This design comes from an exercise in tuning for small area, a short achievable clock period and few clock cycles per item on the open sky130 flow, not from production work.
In this exercise RTL edits were held to simulation tests only and were not proved equivalent to the original.

## flow/design.v (module list and top-level ports; edited modules follow where they fit)
// module exp_fx_mul: 24 lines
// module exp_taylor_seq: 3620 lines
module exp_taylor_seq (
  input  logic        clk,
  input  logic        rst_n,
  input  logic        in_valid,
  output logic        in_ready,
  input  logic [31:0] in_data,
  output logic        out_valid,
  input  logic        out_ready,
  output logic [31:0] out_data
);
  // ...
==> flow/flow/run.sh <==
#!/bin/bash
set -euo pipefail
MARGIN=$(cat flow/margin.txt)
R=$PWD/orfs/results/$FLOW_PLATFORM/exp_taylor_seq/base
bash standard.sh "$R/1_2_yosys.v" > flow_synth.log 2>&1
python3 flow/polar.py "$R/1_2_yosys.v" > flow_polar.log 2>&1
bash standard.sh SETUP_SLACK_MARGIN=$MARGIN finish > flow_make.log 2>&1
==> flow/flow/margin.txt <==
7.1
==> flow/flow/polar.py <==
#!/usr/bin/env python3
"""Removes inverters around full-adder cells in a Yosys netlist (in place).

A full adder is self-dual: FA(~a, ~b, ~c) = (~sum, ~cout). Yosys maps the design with
`abc -fast` before it extracts adders, so many sky130 fa cells end up with inverters on
their inputs or outputs. This pass flips an adder (takes its inputs from the other side
of their inverters and lets its outputs carry the complement) whenever that removes more
inverters than it adds, and repeats until no flip helps. Registers are not touched.
Usage: polar.py netlist.v
"""
import re
import sys

path = sys.argv[1]
text = open(path).read()

m_first = re.search(r"^\s*sky130_fd_sc_hd__\w+\s+\S+\s*\(", text, re.M)
head = text[: m_first.start()]
body = text[m_first.start():]
end = body.rindex("endmodule")
tail = body[end:]
body = body[:end]

cell_re = re.compile(r"\s*(sky130_fd_sc_hd__\w+)\s+(\S+)\s*\((.*?)\);", re.S)
pin_re = re.compile(r"\.(\w+)\(\s*([^()]*?)\s*\)")

cells = {}
order = []
pos = 0
for m in cell_re.finditer(body):
    assert body[pos:m.start()].strip() == "", body[pos:m.start()][:200]
    pos = m.end()
    typ, name, pins = m.group(1), m.group(2), m.group(3)
    pd = {}
    for p, n in pin_re.findall(pins):
        assert "{" not in n and "," not in n, n
        pd[p] = n.strip()
    cells[name] = [typ, pd]
    order.append(name)
assert body[pos:].strip() == ""

OUTP = {"X", "Y", "Q", "Q_N", "SUM", "COUT", "HI", "LO"}
ports = set()
for m in re.finditer(r"^\s*output\s+(\[(\d+):(\d+)\]\s+)?(\w+);", head, re.M):
    if m.group(1):
        for i in range(int(m.group(3)), int(m.group(2)) + 1):
            ports.add(f"{m.group(4)}[{i}]")
    else:
        ports.add(m.group(4))

driver = {}
loads = {}
for c, (t, pd) in cells.items():
    for p, n in pd.items():
        if p in OUTP:
            driver[n] = (c, p)
        else:
            loads.setdefault(n, set()).add((c, p))


def is_inv(c):
    return c in cells and re.match(r"sky130_fd_sc_hd__(clk)?inv_\d+$", cells[c][0]) is not None


def connect(c, p, n):
    old = cells[c][1][p]
    if p in OUTP:
        if driver.get(old) == (c, p):
            del driver[old]
        driver[n] = (c, p)
    else:
        loads[old].discard((c, p))
        loads.setdefault(n, set()).add((c, p))
    cells[c][1][p] = n


def remove(c):
    for p, n in cells[c][1].items():
        if p in OUTP:
            if driver.get(n) == (c, p):
                del driver[n]
        else:
            loads[n].discard((c, p))
    del cells[c]


uid = [0]
new_nets = []


def new_net():
    uid[0] += 1
    n = f"_polar_n{uid[0]}_"
    new_nets.append(n)
    return n


def add_inv(a, y):
    uid[0] += 1
    c = f"_polar_i{uid[0]}_"
    cells[c] = ["sky130_fd_sc_hd__inv_1", {"A": a, "Y": y}]
    order.append(c)
    loads.setdefault(a, set()).add((c, "A"))
    driver[y] = (c, "Y")
    return c


def inv_of(n):
    """An existing inverter whose input is n."""
    for c, p in loads.get(n, ()):
        if is_inv(c) and p == "A":
            return c
    return None


def gain(f):
    pd = cells[f][1]
    g = 0
    need_new = set()
    ins = [pd[p] for p in ("A", "B", "CIN")]
    for n in set(ins):
        k = ins.count(n)
        d = driver.get(n)
        if d and is_inv(d[0]):
            others = [l for l in loads.get(n, ()) if l[0] != f]
            if not others and n not in ports:
                g += 1
        elif inv_of(n) is None:
            need_new.add(n)
    g -= len(need_new)
    for p in ("SUM", "COUT"):
        o = pd[p]
        inv_l = [c for c, q in loads.get(o, ()) if is_inv(c)]
        other = [l for l in loads.get(o, ()) if not is_inv(l[0])]
        g += len(inv_l)
        if other or o in ports:
            g -= 1
    return g


def flip(f):
    pd = cells[f][1]
    for p in ("A", "B", "CIN"):
        n = pd[p]
        d = driver.get(n)
        if d and is_inv(d[0]):
            inv = d[0]
            m = cells[inv][1]["A"]
            connect(f, p, m)
            if not loads.get(n) and n not in ports:
                remove(inv)
        else:
            inv = inv_of(n)
            if inv is None:
                y = new_net()
                add_inv(n, y)
                connect(f, p, y)
            else:
                connect(f, p, cells[inv][1]["Y"])
    for p in ("SUM", "COUT"):
        o = pd[p]
        inv_l = [c for c, q in list(loads.get(o, ())) if is_inv(c)]
        other = [l for l in loads.get(o, ()) if not is_inv(l[0])]
        if inv_l:
            keep = inv_l[0]
            u = cells[keep][1]["Y"]
            remove(keep)
            connect(f, p, u)
            for c in inv_l[1:]:
                uk = cells[c][1]["Y"]
                remove(c)
                for (lc, lp) in list(loads.get(uk, ())):
                    connect(lc, lp, u)
                if uk in ports:
                    raise Exception("inverter drives a port")
            if other or o in ports:
                add_inv(u, o)
        else:
            if other or o in ports:
                nn = new_net()
                connect(f, p, nn)
                add_inv(nn, o)


before = sum(1 for c in cells if is_inv(c))
total = 0
for it in range(20):
    changed = 0
    for f in list(order):
        if f in cells and cells[f][0].startswith("sky130_fd_sc_hd__fa_"):
            if gain(f) > 0:
                flip(f)
                changed += 1
    total += changed
    if not changed:
        break
# an inverter behind a lone xor2/xnor2 output: swap the gate for its complement instead
COMP = {"sky130_fd_sc_hd__xor2_1": "sky130_fd_sc_hd__xnor2_1", "sky130_fd_sc_hd__xnor2_1": "sky130_fd_sc_hd__xor2_1"}
swapped = 0
for c in list(order):
    if c not in cells or not is_inv(c):
        continue
    n = cells[c][1]["A"]
    d = driver.get(n)
    if not d or cells[d[0]][0] not in COMP or n in ports:
        continue
    if loads.get(n) != {(c, "A")}:
        continue
    g = d[0]
    y = cells[c][1]["Y"]
    remove(c)
    newpin = "Y" if d[1] == "X" else "X"
    del driver[n]
    pd = cells[g][1]
    del pd[d[1]]
    pd[newpin] = y
    driver[y] = (g, newpin)
    cells[g][0] = COMP[cells[g][0]]
    swapped += 1
print(f"polar: swapped {swapped} xor/xnor gates for their inverters")
after = sum(1 for c in cells if is_inv(c))
print(f"polar: flipped {total} adders, inverters {before} -> {after}")

used = set()
for c, (t, pd) in cells.items():
    used.update(pd.values())


def fmt(n):
    return n + " " if n.startswith("\\") else n


hl = []
for line in head.rstrip("\n").split("\n"):
    mw = re.match(r"^\s*wire\s+(\\\S+\s|\w+)\s*;\s*$", line)
    if mw and mw.group(1).strip() not in used and mw.group(1).strip() not in ports:
        continue
    hl.append(line)
out = ["\n".join(hl)]
for n in new_nets:
    if n in used:
        out.append(f"  wire {n};")
for c in order:
    if c not in cells:
        continue
    t, pd = cells[c]
    pins = ",\n".join(f"    .{p}({fmt(n)})" for p, n in pd.items())
    out.append(f"  {t} {c} (\n{pins}\n  );")
out.append(tail)
open(path, "w").write("\n".join(out))
==> flow/standard.sh <==
#!/bin/bash
# synth_recipe.tcl (not shown) runs the flow's synth.tcl, then flattens the netlist and writes it again
# the make line also repeats each setting of config.mk as NAME=value (left out here)
make -C /OpenROAD-flow-scripts/flow DESIGN_CONFIG=/design/flow/config.mk WORK_HOME=/design/flow/orfs CLKGATE_MAP_FILE= SYNTH_SCRIPT=/design/flow/synth_recipe.tcl "${@:-finish}"
==> flow/config.mk <==
export PLATFORM = sky130hd
export DESIGN_NAME = exp_taylor_seq
export DESIGN_NICKNAME = exp_taylor_seq
export VERILOG_FILES = /design/flow/design.v
export SDC_FILE = /design/flow/constraint.sdc
export NUM_CORES = 4
export LEC_CHECK = 0
export CAP_MARGIN = 20
export CORE_MARGIN = 2
export CORE_UTILIZATION = 55
export CTS_BUF_LIST = sky130_fd_sc_hd__clkbuf_8
export CTS_CLUSTER_SIZE = 20
export SLEW_MARGIN = 20
==> flow/constraint.sdc <==
create_clock -name core_clock -period 11.0 [get_ports {clk}]
set_input_delay 2.2000 -clock core_clock [delete_from_list [all_inputs] [get_ports {clk}]]
set_output_delay 2.2000 -clock core_clock [all_outputs]
set_load 0.01 [all_outputs]
==> Implementation_results.wiki, run 1 <==
{| class="wikitable"
! Metric !! Value
|-
| Outcome || complete, no violations
|-
| Multi-input combinational gate total || 3093
|-
| Met3 wire len || 12.4 mm
|-
| Endpoint of the worst hold-timing path || t2[0]
|-
| Post-DP Area || 46400 µm²
|-
| Highest clock frequency the design can meet || 261 MHz
|-
| DR WL met2 || 66.8 mm
|-
| Final Cell Area || 49100 µm²
|-
| Largest stage delay on the critical path || 0.54 ns
|-
| Sequential standard cell area || 11700 µm²
|-
| Fraction of area in non-clock buffers || 0.0351
|-
| Number of vias per cell after detailed routing || 6.22
|-
| Hold path depth || 0
|-
| Syn nets || 5183
|-
| Diode insertion count for antenna repair || 1
|-
| Clock slew at reported path FFs || 0.06 ns
|-
| Critical path data required time || 8.80 ns
|-
| Overall routing resource usage || 0.344
|-
| Vias || 33437
|-
| Cell total after placement || 5182
|-
| Total of cells resized after clock tree synthesis || 49
|-
| Tightest slew margin relative to the limit || 0.174
|-
| Standard cell core area || about 82000 µm²
|-
| Category of the most critical setup path || reg2out
|-
| Number of H-tree levels || 3
|-
| Buffers inserted during post-CTS setup optimization || 2
|-
| Clock latency on the worst-skew pair || 0.79 ns
|-
| I/O pins || 70
|-
| Time the final worst path needs with I/O delays and setup || roughly 3.8 ns
|-
| Overall die area || roughly 85000 µm²
|-
| # fillers || 7017
|-
| Maximum number of pins on one net before global-route repair || 69
|}
Testbench counts, summed over its fixed seeds: cycles 6,120, items 320.
==> run 2: changes to the inputs <==
--- a/flow/design.v
+++ b/flow/design.v
@@ -59,17 +59,16 @@
   logic [1:0]  t0, t1, t2, t3;
   logic        v0, v1, v2, v3;
   logic        d0, d1, d2, d3;
   logic        fin3;
   logic [47:0] rr0_q, rr0_d;
   logic [47:0] rr1_q, rr1_d;
   logic [15:0] rlo_s;
   logic        rlo_c, rlo_q;
-  logic [3:0]  rlo_g, rlo_p, rlo_gq, rlo_pq;
   logic [47:0] zr0_q, zr0_d;
   logic [47:0] zr1_q, zr1_d;
   logic [47:0] zr2_q, zr2_d;
   logic [1:0]  ein, eout;
   logic        ov1;
   logic [31:0] q1;
   logic [7:0]  r_one, r_two, r_neg;
   logic [15:0] z_one, z_two, z_neg, zo_d, zt_d, zn_d;
@@ -2688,30 +2687,287 @@
   assign {rc724, rs723} = {1'b0, rs559} + rs637 + rc636;
   assign {rc726, rs725} = {1'b0, rc560} + rs639 + rc638;
   assign {rc728, rs727} = {1'b0, rc562} + rs641 + rc640;
   assign {rc730, rs729} = {1'b0, rpp269} + rs643 + rc642;
   assign {rc732, rs731} = {1'b0, rpp238} + rpp270 + rc644;
   assign {rc734, rs733} = {1'b0, 1'b1} + rpp271;
   assign rr0_d = {rpp272, rs733, rs731, rs729, rs727, rs725, rs723, rs721, rs719, rs717, rs715, rs713, rs711, rs709, rs707, rs705, rs703, rs701, rs699, rs697, rs695, rs693, rs691, rs689, rs687, rs685, rs683, rs681, rs679, rs677, rs675, rs673, rs671, rs669, rs667, rs665, rs663, rs661, rs659, rs657, rs655, rs653, rs651, rs649, rs647, rs645, rpp2, r_neg[0]};
   assign rr1_d = {rc734, rc732, rc730, rc728, rc726, rc724, rc722, rc720, rc718, rc716, rc714, rc712, rc710, rc708, rc706, rc704, rc702, rc700, rc698, rc696, rc694, rc692, rc690, rc688, rc686, rc684, rc682, rc680, rc678, rc676, rc674, rc672, rc670, rc668, rc666, rc664, rc662, rc660, rc658, rc656, rc654, rc652, rc650, rc648, rc646, rpp35, 1'b0, rpp1};
-  always_comb begin
-    for (int q = 0; q < 4; q++) begin
-      logic [3:0] gg, pp4;
-      gg  = rr0_d[4*q +: 4] & rr1_d[4*q +: 4];
-      pp4 = rr0_d[4*q +: 4] ^ rr1_d[4*q +: 4];
-      rlo_g[q] = gg[3] | (pp4[3] & gg[2]) | (pp4[3] & pp4[2] & gg[1]) | (pp4[3] & pp4[2] & pp4[1] & gg[0]);
-      rlo_p[q] = &pp4;
-    end
-  end
-  assign rlo_c = rlo_gq[3] | (rlo_pq[3] & rlo_gq[2]) | (rlo_pq[3] & rlo_pq[2] & rlo_gq[1])
-               | (rlo_pq[3] & rlo_pq[2] & rlo_pq[1] & rlo_gq[0]);
-  assign rlo_s = 16'd0;
-  assign rlo_q = rlo_c;
-  assign rsum = {rr0_q[47:16] + rr1_q[47:16] + {31'd0, rlo_q}, 16'd0};
+  assign {rlo_c, rlo_s} = {1'b0, rr0_d[15:0]} + rr1_d[15:0];
+  logic bkg0, bkp0;
+  assign bkg0 = (rr0_q[16] & rr1_q[16]);
+  assign bkp0 = (rr0_q[16] ^ rr1_q[16]);
+  logic bkg1, bkp1;
+  assign bkg1 = (rr0_q[17] & rr1_q[17]);
+  assign bkp1 = (rr0_q[17] ^ rr1_q[17]);
+  logic bkg2, bkp2;
+  assign bkg2 = (rr0_q[18] & rr1_q[18]);
+  assign bkp2 = (rr0_q[18] ^ rr1_q[18]);
+  logic bkg3, bkp3;
+  assign bkg3 = (rr0_q[19] & rr1_q[19]);
+  assign bkp3 = (rr0_q[19] ^ rr1_q[19]);
+  logic bkg4, bkp4;
+  assign bkg4 = (rr0_q[20] & rr1_q[20]);
+  assign bkp4 = (rr0_q[20] ^ rr1_q[20]);
+  logic bkg5, bkp5;
+  assign bkg5 = (rr0_q[21] & rr1_q[21]);
+  assign bkp5 = (rr0_q[21] ^ rr1_q[21]);
+  logic bkg6, bkp6;
+  assign bkg6 = (rr0_q[22] & rr1_q[22]);
+  assign bkp6 = (rr0_q[22] ^ rr1_q[22]);
+  logic bkg7, bkp7;
+  assign bkg7 = (rr0_q[23] & rr1_q[23]);
+  assign bkp7 = (rr0_q[23] ^ rr1_q[23]);
+  logic bkg8, bkp8;
+  assign bkg8 = (rr0_q[24] & rr1_q[24]);
+  assign bkp8 = (rr0_q[24] ^ rr1_q[24]);
+  logic bkg9, bkp9;
+  assign bkg9 = (rr0_q[25] & rr1_q[25]);
+  assign bkp9 = (rr0_q[25] ^ rr1_q[25]);
+  logic bkg10, bkp10;
+  assign bkg10 = (rr0_q[26] & rr1_q[26]);
+  assign bkp10 = (rr0_q[26] ^ rr1_q[26]);
+  logic bkg11, bkp11;
+  assign bkg11 = (rr0_q[27] & rr1_q[27]);
+  assign bkp11 = (rr0_q[27] ^ rr1_q[27]);
+  logic bkg12, bkp12;
+  assign bkg12 = (rr0_q[28] & rr1_q[28]);
+  assign bkp12 = (rr0_q[28] ^ rr1_q[28]);
+  logic bkg13, bkp13;
+  assign bkg13 = (rr0_q[29] & rr1_q[29]);
+  assign bkp13 = (rr0_q[29] ^ rr1_q[29]);
+  logic bkg14, bkp14;
+  assign bkg14 = (rr0_q[30] & rr1_q[30]);
+  assign bkp14 = (rr0_q[30] ^ rr1_q[30]);
+  logic bkg15, bkp15;
+  assign bkg15 = (rr0_q[31] & rr1_q[31]);
+  assign bkp15 = (rr0_q[31] ^ rr1_q[31]);
+  logic bkg16, bkp16;
+  assign bkg16 = (rr0_q[32] & rr1_q[32]);
+  assign bkp16 = (rr0_q[32] ^ rr1_q[32]);
+  logic bkg17, bkp17;
+  assign bkg17 = (rr0_q[33] & rr1_q[33]);
+  assign bkp17 = (rr0_q[33] ^ rr1_q[33]);
+  logic bkg18, bkp18;
+  assign bkg18 = (rr0_q[34] & rr1_q[34]);
+  assign bkp18 = (rr0_q[34] ^ rr1_q[34]);
+  logic bkg19, bkp19;
+  assign bkg19 = (rr0_q[35] & rr1_q[35]);
+  assign bkp19 = (rr0_q[35] ^ rr1_q[35]);
+  logic bkg20, bkp20;
+  assign bkg20 = (rr0_q[36] & rr1_q[36]);
+  assign bkp20 = (rr0_q[36] ^ rr1_q[36]);
+  logic bkg21, bkp21;
+  assign bkg21 = (rr0_q[37] & rr1_q[37]);
+  assign bkp21 = (rr0_q[37] ^ rr1_q[37]);
+  logic bkg22, bkp22;
+  assign bkg22 = (rr0_q[38] & rr1_q[38]);
+  assign bkp22 = (rr0_q[38] ^ rr1_q[38]);
+  logic bkg23, bkp23;
+  assign bkg23 = (rr0_q[39] & rr1_q[39]);
+  assign bkp23 = (rr0_q[39] ^ rr1_q[39]);
+  logic bkg24, bkp24;
+  assign bkg24 = (rr0_q[40] & rr1_q[40]);
+  assign bkp24 = (rr0_q[40] ^ rr1_q[40]);
+  logic bkg25, bkp25;
+  assign bkg25 = (rr0_q[41] & rr1_q[41]);
+  assign bkp25 = (rr0_q[41] ^ rr1_q[41]);
+  logic bkg26, bkp26;
+  assign bkg26 = (rr0_q[42] & rr1_q[42]);
+  assign bkp26 = (rr0_q[42] ^ rr1_q[42]);
+  logic bkg27, bkp27;
+  assign bkg27 = (rr0_q[43] & rr1_q[43]);
+  assign bkp27 = (rr0_q[43] ^ rr1_q[43]);
+  logic bkg28, bkp28;
+  assign bkg28 = (rr0_q[44] & rr1_q[44]);
+  assign bkp28 = (rr0_q[44] ^ rr1_q[44]);
+  logic bkg29, bkp29;
+  assign bkg29 = (rr0_q[45] & rr1_q[45]);
+  assign bkp29 = (rr0_q[45] ^ rr1_q[45]);
+  logic bkg30, bkp30;
+  assign bkg30 = (rr0_q[46] & rr1_q[46]);
+  assign bkp30 = (rr0_q[46] ^ rr1_q[46]);
+  logic bkg31, bkp31;
+  assign bkg31 = (rr0_q[47] & rr1_q[47]);
+  assign bkp31 = (rr0_q[47] ^ rr1_q[47]);
+  logic bkg0c;
+  assign bkg0c = bkg0 | (bkp0 & rlo_q);
+  logic bkG1, bkP1;
+  assign bkG1 = bkg1 | (bkp1 & bkg0c);
+  assign bkP1 = bkp1 & bkp0;
+  logic bkG2, bkP2;
+  assign bkG2 = bkg3 | (bkp3 & bkg2);
+  assign bkP2 = bkp3 & bkp2;
+  logic bkG3, bkP3;
+  assign bkG3 = bkg5 | (bkp5 & bkg4);
+  assign bkP3 = bkp5 & bkp4;
+  logic bkG4, bkP4;
+  assign bkG4 = bkg7 | (bkp7 & bkg6);
+  assign bkP4 = bkp7 & bkp6;
+  logic bkG5, bkP5;
+  assign bkG5 = bkg9 | (bkp9 & bkg8);
+  assign bkP5 = bkp9 & bkp8;
+  logic bkG6, bkP6;
+  assign bkG6 = bkg11 | (bkp11 & bkg10);
+  assign bkP6 = bkp11 & bkp10;
+  logic bkG7, bkP7;
+  assign bkG7 = bkg13 | (bkp13 & bkg12);
+  assign bkP7 = bkp13 & bkp12;
+  logic bkG8, bkP8;
+  assign bkG8 = bkg15 | (bkp15 & bkg14);
+  assign bkP8 = bkp15 & bkp14;
+  logic bkG9, bkP9;
+  assign bkG9 = bkg17 | (bkp17 & bkg16);
+  assign bkP9 = bkp17 & bkp16;
+  logic bkG10, bkP10;
+  assign bkG10 = bkg19 | (bkp19 & bkg18);
+  assign bkP10 = bkp19 & bkp18;
+  logic bkG11, bkP11;
+  assign bkG11 = bkg21 | (bkp21 & bkg20);
+  assign bkP11 = bkp21 & bkp20;
+  logic bkG12, bkP12;
+  assign bkG12 = bkg23 | (bkp23 & bkg22);
+  assign bkP12 = bkp23 & bkp22;
+  logic bkG13, bkP13;
+  assign bkG13 = bkg25 | (bkp25 & bkg24);
+  assign bkP13 = bkp25 & bkp24;
+  logic bkG14, bkP14;
+  assign bkG14 = bkg27 | (bkp27 & bkg26);
+  assign bkP14 = bkp27 & bkp26;
+  logic bkG15, bkP15;
+  assign bkG15 = bkg29 | (bkp29 & bkg28);
+  assign bkP15 = bkp29 & bkp28;
+  logic bkG16, bkP16;
+  assign bkG16 = bkg31 | (bkp31 & bkg30);
+  assign bkP16 = bkp31 & bkp30;
+  logic bkG17, bkP17;
+  assign bkG17 = bkG2 | (bkP2 & bkG1);
+  assign bkP17 = bkP2 & bkP1;
+  logic bkG18, bkP18;
+  assign bkG18 = bkG4 | (bkP4 & bkG3);
+  assign bkP18 = bkP4 & bkP3;
+  logic bkG19, bkP19;
+  assign bkG19 = bkG6 | (bkP6 & bkG5);
+  assign bkP19 = bkP6 & bkP5;
+  logic bkG20, bkP20;
+  assign bkG20 = bkG8 | (bkP8 & bkG7);
+  assign bkP20 = bkP8 & bkP7;
+  logic bkG21, bkP21;
+  assign bkG21 = bkG10 | (bkP10 & bkG9);
+  assign bkP21 = bkP10 & bkP9;
+  logic bkG22, bkP22;
+  assign bkG22 = bkG12 | (bkP12 & bkG11);
+  assign bkP22 = bkP12 & bkP11;
+  logic bkG23, bkP23;
+  assign bkG23 = bkG14 | (bkP14 & bkG13);
+  assign bkP23 = bkP14 & bkP13;
+  logic bkG24, bkP24;
+  assign bkG24 = bkG16 | (bkP16 & bkG15);
+  assign bkP24 = bkP16 & bkP15;
+  logic bkG25, bkP25;
+  assign bkG25 = bkG18 | (bkP18 & bkG17);
+  assign bkP25 = bkP18 & bkP17;
+  logic bkG26, bkP26;
+  assign bkG26 = bkG20 | (bkP20 & bkG19);
+  assign bkP26 = bkP20 & bkP19;
+  logic bkG27, bkP27;
+  assign bkG27 = bkG22 | (bkP22 & bkG21);
+  assign bkP27 = bkP22 & bkP21;
+  logic bkG28, bkP28;
+  assign bkG28 = bkG24 | (bkP24 & bkG23);
+  assign bkP28 = bkP24 & bkP23;
+  logic bkG29, bkP29;
+  assign bkG29 = bkG26 | (bkP26 & bkG25);
+  assign bkP29 = bkP26 & bkP25;
+  logic bkG30, bkP30;
+  assign bkG30 = bkG28 | (bkP28 & bkG27);
+  assign bkP30 = bkP28 & bkP27;
+  logic bkG31, bkP31;
+  assign bkG31 = bkG30 | (bkP30 & bkG29);
+  assign bkP31 = bkP30 & bkP29;
+  logic bkG32, bkP32;
+  assign bkG32 = bkG27 | (bkP27 & bkG29);
+  assign bkP32 = bkP27 & bkP29;
+  logic bkG33, bkP33;
+  assign bkG33 = bkG19 | (bkP19 & bkG25);
+  assign bkP33 = bkP19 & bkP25;
+  logic bkG34, bkP34;
+  assign bkG34 = bkG21 | (bkP21 & bkG29);
+  assign bkP34 = bkP21 & bkP29;
+  logic bkG35, bkP35;
+  assign bkG35 = bkG23 | (bkP23 & bkG32);
+  assign bkP35 = bkP23 & bkP32;
+  logic bkG36, bkP36;
+  assign bkG36 = bkG3 | (bkP3 & bkG17);
+  assign bkP36 = bkP3 & bkP17;
+  logic bkG37, bkP37;
+  assign bkG37 = bkG5 | (bkP5 & bkG25);
+  assign bkP37 = bkP5 & bkP25;
+  logic bkG38, bkP38;
+  assign bkG38 = bkG7 | (bkP7 & bkG33);
+  assign bkP38 = bkP7 & bkP33;
+  logic bkG39, bkP39;
+  assign bkG39 = bkG9 | (bkP9 & bkG29);
+  assign bkP39 = bkP9 & bkP29;
+  logic bkG40, bkP40;
+  assign bkG40 = bkG11 | (bkP11 & bkG34);
+  assign bkP40 = bkP11 & bkP34;
+  logic bkG41, bkP41;
+  assign bkG41 = bkG13 | (bkP13 & bkG32);
+  assign bkP41 = bkP13 & bkP32;
+  logic bkG42, bkP42;
+  assign bkG42 = bkG15 | (bkP15 & bkG35);
+  assign bkP42 = bkP15 & bkP35;
+  logic bkG43, bkP43;
+  assign bkG43 = bkg2 | (bkp2 & bkG1);
+  assign bkP43 = bkp2 & bkP1;
+  logic bkG44, bkP44;
+  assign bkG44 = bkg4 | (bkp4 & bkG17);
+  assign bkP44 = bkp4 & bkP17;
+  logic bkG45, bkP45;
+  assign bkG45 = bkg6 | (bkp6 & bkG36);
+  assign bkP45 = bkp6 & bkP36;
+  logic bkG46, bkP46;
+  assign bkG46 = bkg8 | (bkp8 & bkG25);
+  assign bkP46 = bkp8 & bkP25;
+  logic bkG47, bkP47;
+  assign bkG47 = bkg10 | (bkp10 & bkG37);
+  assign bkP47 = bkp10 & bkP37;
+  logic bkG48, bkP48;
+  assign bkG48 = bkg12 | (bkp12 & bkG33);
+  assign bkP48 = bkp12 & bkP33;
+  logic bkG49, bkP49;
+  assign bkG49 = bkg14 | (bkp14 & bkG38);
+  assign bkP49 = bkp14 & bkP38;
+  logic bkG50, bkP50;
+  assign bkG50 = bkg16 | (bkp16 & bkG29);
+  assign bkP50 = bkp16 & bkP29;
+  logic bkG51, bkP51;
+  assign bkG51 = bkg18 | (bkp18 & bkG39);
+  assign bkP51 = bkp18 & bkP39;
+  logic bkG52, bkP52;
+  assign bkG52 = bkg20 | (bkp20 & bkG34);
+  assign bkP52 = bkp20 & bkP34;
+  logic bkG53, bkP53;
+  assign bkG53 = bkg22 | (bkp22 & bkG40);
+  assign bkP53 = bkp22 & bkP40;
+  logic bkG54, bkP54;
+  assign bkG54 = bkg24 | (bkp24 & bkG32);
+  assign bkP54 = bkp24 & bkP32;
+  logic bkG55, bkP55;
+  assign bkG55 = bkg26 | (bkp26 & bkG41);
+  assign bkP55 = bkp26 & bkP41;
+  logic bkG56, bkP56;
+  assign bkG56 = bkg28 | (bkp28 & bkG35);
+  assign bkP56 = bkp28 & bkP35;
+  logic bkG57, bkP57;
+  assign bkG57 = bkg30 | (bkp30 & bkG42);
+  assign bkP57 = bkp30 & bkP42;
+  assign rsum = {(bkp31 ^ bkG57), (bkp30 ^ bkG42), (bkp29 ^ bkG56), (bkp28 ^ bkG35), (bkp27 ^ bkG55), (bkp26 ^ bkG41), (bkp25 ^ bkG54), (bkp24 ^ bkG32), (bkp23 ^ bkG53), (bkp22 ^ bkG40), (bkp21 ^ bkG52), (bkp20 ^ bkG34), (bkp19 ^ bkG51), (bkp18 ^ bkG39), (bkp17 ^ bkG50), (bkp16 ^ bkG29), (bkp15 ^ bkG49), (bkp14 ^ bkG38), (bkp13 ^ bkG48), (bkp12 ^ bkG33), (bkp11 ^ bkG47), (bkp10 ^ bkG37), (bkp9 ^ bkG46), (bkp8 ^ bkG25), (bkp7 ^ bkG45), (bkp6 ^ bkG36), (bkp5 ^ bkG44), (bkp4 ^ bkG17), (bkp3 ^ bkG43), (bkp2 ^ bkG1), (bkp1 ^ bkg0c), (bkp0 ^ rlo_q), 16'd0};
   assign zpp735 = ((z_one[0] & y2[0]) ^ z_neg[0]);
   assign zpp736 = (((z_one[0] & y2[1]) | (z_two[0] & y2[0])) ^ z_neg[0]);
   assign zpp737 = (((z_one[0] & y2[2]) | (z_two[0] & y2[1])) ^ z_neg[0]);
   assign zpp738 = (((z_one[0] & y2[3]) | (z_two[0] & y2[2])) ^ z_neg[0]);
   assign zpp739 = (((z_one[0] & y2[4]) | (z_two[0] & y2[3])) ^ z_neg[0]);
   assign zpp740 = (((z_one[0] & y2[5]) | (z_two[0] & y2[4])) ^ z_neg[0]);
   assign zpp741 = (((z_one[0] & y2[6]) | (z_two[0] & y2[5])) ^ z_neg[0]);
   assign zpp742 = (((z_one[0] & y2[7]) | (z_two[0] & y2[6])) ^ z_neg[0]);
@@ -3646,17 +3902,17 @@
     k0 <= free ? 5'd20 : k_dec;
     r_one <= free ? 8'h7f : rd_one;
     r_two <= free ? 8'h00 : rd_two;
     r_neg <= free ? 8'h2a : rd_neg;
     t0 <= free ? ein : t3;
     d0 <= free ? 1'b0 : (d3 | fin3);
     rr0_q[47:16] <= rr0_d[47:16];
     rr1_q[47:16] <= rr1_d[47:16];
-    rlo_gq <= rlo_g; rlo_pq <= rlo_p;
+    rlo_q <= rlo_c;
     z1 <= z0; k1 <= k0; t1 <= t0; d1 <= d0;
     y2 <= rsum[47:16];
     z_one <= zo_d; z_two <= zt_d; z_neg <= zn_d; k2 <= k1; t2 <= t1; d2 <= d1;
     zr0_q <= zr0_d;
     zr1_q <= zr1_d;
     zr2_q <= zr2_d;
     z3 <= z2dec; k3 <= k2; t3 <= t2; d3 <= d2; fin3 <= fin2;
     if (!hold_q0) out_data <= ov1 ? q1 : res;
==> flow/flow/margin.txt (replaced) <==
7.25
==> Implementation_results.wiki, run 2 <==
{| class="wikitable"
! Metric !! Value
|-
| Outcome || complete, no violations (unchanged)
|-
| Worst slew pin tran || 1.14 ns (was 1.23 ns)
|-
| Cts bufs inserted || 96 (unchanged)
|-
| Critical path arrival || 4.46 ns (was 1.64 ns)
|-
| Overflow after GRT || 0 (unchanged)
|-
| Most frequent cells in the layout || sky130_fd_sc_hd__a22oi_1 (663), sky130_fd_sc_hd__fa_1 (571), sky130_fd_sc_hd__xor2_1 (512) (was sky130_fd_sc_hd__a22oi_1 (667), sky130_fd_sc_hd__fa_1 (567), sky130_fd_sc_hd__xor2_1 (532))
|-
| I/O pins || 70 (unchanged)
|-
| Number of vias per cell after detailed routing || 6.34 (was 6.22)
|-
| Setup-failing EPs final || 0 (unchanged)
|-
| Clock latency on the worst-skew pair || 0.75 ns (was 0.79 ns)
|-
| Critical R2R Launch || r_two[1] (was x0[21])
|-
| Worst Min Path Start || z0[13] (was t1[0])
|-
| Highest clock frequency the design can meet || 261 MHz (about the same)
|-
| Number of H-tree levels || 3 (unchanged)
|-
| Category of the most critical setup path || reg2reg (was reg2out)
|-
| Total count of max-transition violations in the final report || 0 (unchanged)
|-
| CTS Root Buffer Type || sky130_fd_sc_hd__clkbuf_8 (unchanged)
|-
| Vias in the first global route || 35283 (was 34747)
|-
| Number of design-rule violations left by the first detailed-router iteration || 3764 (was 3383)
|-
| Regs by FF count || zr0_q (48), zr1_q (47), zr2_q (45) (unchanged)
|-
| Final Cycle Share || 0.348 (was 0.349)
|-
| Overall routed net length || 152 mm (was 144 mm)
|-
| Most frequent standard cell in the layout excluding fill and tap cells || sky130_fd_sc_hd__a22oi_1 (unchanged)
|-
| FP Rows || 104 (was 105)
|-
| Maximum number of pins on one net before global-route repair || 79 (was 69)
|-
| Cell area after synthesis || 45000 µm² (was 45300 µm²)
|-
| Number of routed nets with antenna violations || 0 (unchanged)
|-
| # fillers || 6721 (was 7017)
|-
| Area occupied by multi-input gates || 31100 µm² (was 31000 µm²)
|-
| RSZ-0062 raised after global routing || true (unchanged)
|-
| Count of synthesis-stage warnings from yosys || 1 (unchanged)
|-
| Cell total after placement || 5127 (was 5182)
|-
| Critical Path Slowest Stage Cell || sky130_fd_sc_hd__fa_1 (was sky130_fd_sc_hd__clkdlybuf4s50_1)
|-
| Maximum clock insertion buffer count || 3 (unchanged)
|-
| Reg-to-reg slack, setup || 7.17 ns (was 7.19 ns)
|-
| Post-layout worst setup margin || 7.17 ns (was 7.16 ns)
|-
| Number of antenna violations at the first check in global routing || 6 (was 4)
|-
| Sum of negative setup slack || 0 ns (unchanged)
|-
| Layout Nets || 5016 (was 5007)
|-
| Critical register-to-register path endpoint || rlo_q (was rr0_q[22])
|-
| Overall routing resource usage || 0.352 (was 0.344)
|-
| Post-synthesis average cell area || 10.4 µm² (was 10.3 µm²)
|-
| Critical path data required time || 11.63 ns (was 8.80 ns)
|-
| Number of flip-flops in the largest register || 48 (unchanged)
|-
| Final standard cell utilization of the core || 0.623 (was 0.599)
|-
| Dpl hpwl || 96.4 mm (was 97.0 mm)
|-
| Worst hold-check path type || reg2reg (unchanged)
|-
| Post-placement worst setup slack || 6.58 ns (was 6.70 ns)
|-
| Sequential standard cell area || 11700 µm² (about the same)
|-
| Time the final worst path needs with I/O delays and setup || 3.83 ns (was 3.84 ns)
|-
| Worst-path fanout max || 16 (was 1)
|-
| Proportion of layout cells with a drive suffix above 1 || 0.120 (was 0.0916)
|-
| Startpoint class of the critical path || flop (unchanged)
|-
| Clock slew at reported path FFs || 0.06 ns (about the same)
|-
| Register with the most flip-flops || zr0_q (unchanged)
|-
| Endpoint of the worst hold-timing path || z1[13] (was t2[0])
|-
| Cell seen most often among critical-path stages || sky130_fd_sc_hd__fa_1
|-
| Avg WL per Cell || 28.3 µm (was 26.8 µm)
|-
| Syn nets || 5143 (was 5183)
|-
| Hold path depth || 0 (unchanged)
|-
| Height of the die || 290 µm (was 291 µm)
|-
| Number of buffers added to fix hold violations after cts || 0 (unchanged)
|-
| CTS tree || done (unchanged)
|-
| Standard cell core area || 80800 µm² (was 81800 µm²)
|-
| Syn Inst Count || 4344 (was 4396)
|-
| Max-cap violation count || 0 (unchanged)
|-
| Worst-path cell chain || buf_12, a22oi_2, xnor2_2, fa_1, fa_2, inv_2, fa_1, fa_1, inv_1, ha_4, nand4_1, o31a_1, o21ai_2 (was clkdlybuf4s50_1)
|-
| Horizontal die dimension || 290 µm (was 291 µm)
|-
| Effective utilization at floorplan || 0.557 (was 0.553)
|-
| Detailed-routing iteration count for the pre-antenna-repair pass || 6 (unchanged)
|-
| Tightest slew margin relative to the limit || 0.234 (was 0.174)
|-
| Clock net sink count || 541 (was 547)
|-
| Routability Congestion || 0.946 (was 0.921)
|-
| Endpoints failing hold || 0 (unchanged)
|-
| DRC viols || 0 (unchanged)
|-
| Overall die area || 84100 µm² (was 84600 µm²)
|-
| Kind of end point of the critical path || flop (was primary output)
|-
| Port Buffer Count || 69 (unchanged)
|-
| Clock Skews || 0.0637 ns (was 0.0486 ns)
|-
| Worst-case reg-to-reg path depth || 13 (was 7)
|-
| Largest stage delay on the critical path || 0.52 ns (was 0.54 ns)
|-
| Area added between synthesis and finish || 11.9% (was 8.38%)
|-
| Vias || 33978 (was 33437)
|-
| Final standard cell count with taps included and fillers excluded || 5359 (was 5372)
|-
| Wire length of the first global-routing pass || 224 mm (was 220 mm)
|}
run 2: how the worst max path moves through the flow:
stage	from	endpoint	slack, ns
floorplan	x0[9]	rlo_q	7.13
global placement	x0[11]	rlo_q	6.58
detailed placement	r_neg[1]	rlo_q	6.58
CTS	r_two[4]	rlo_q	7.11
global route	r_two[3]	rlo_q	7.06
finish	r_two[1]	rlo_q	7.17
run 2: layer usage:
layer / global-route usage / up-vias / wire [µm]
met5: 0 / - / 0
met4: 0.166 / 0 / 8820
met3: 0.0721 / 438 / 13900
met2: 0.566 / 1982 / 70700
met1: 0.458 / 17116 / 58200
li1: - / 14442 / -
run 2: final cells by class:
type                       instances  area share
antenna                            2   0.0000993
clock buffer                     122      0.0333
tap                             1060      0.0263
inverter                         323      0.0243
timing repair buffer             217      0.0551
multi-input combinational       3038       0.618
clock inverter                    56      0.0107
sequential                       541       0.232
run 2: stage by stage:
stage               hold slack [ns]  instance area (µm²)
finish                        0.310                50400
CTS                           0.309                49200
floorplan                     0.310                45000
global placement              0.310                46100
global route                  0.314                50400
detailed placement            0.312                46100
run 2: timing repair:
action | 4_1_cts | 5_1_grt
setup buffers | 13 | 24
gates cloned | 5 | 10
endpoints found under the hold margin | 0 | 0
pin swaps | 7 | 22
endpoints found under the setup margin | 126 | 88
gates resized for setup | 188 | 219
run 2: critical path: cells and delay by family, from the launching register on:
kind	cells	cell delay, ns
flops	1	0.37
fa+ha+maj	5	2.09
simple gates	1	0.08
xor+xnor	1	0.15
compound gates	3	0.74
buf+inv	3	0.30
Testbench counts of run 2, summed over its fixed seeds: cycles 6,120, items 320.

==> static timing again, ports no longer ideal <==
How much do the figures lean on ideal ports? The routed layouts below were timed once more, with nothing changed but the port constraints. Step 1 assumes that a clkbuf_16 drives the clock port and a buf_2 every other input. Step 2 also shifts input and output timing later by t, the mid clock arrival at the registers, as if the neighbouring blocks saw the same clock. a / b / c = no drivers / after step 1 / after step 2; a / b = the first two.
run	shift t [ns]	setup WS [ns]	worst setup path at the end	latest minus earliest clock arrival (ns)
run 1	0.819	7.163 / 7.107 / 7.194	register to register	0.048 / 0.049
run 2	0.788	7.171 / 7.171 / 7.171	register to register	0.064 / 0.064
After both steps every run listed still meets setup and hold.
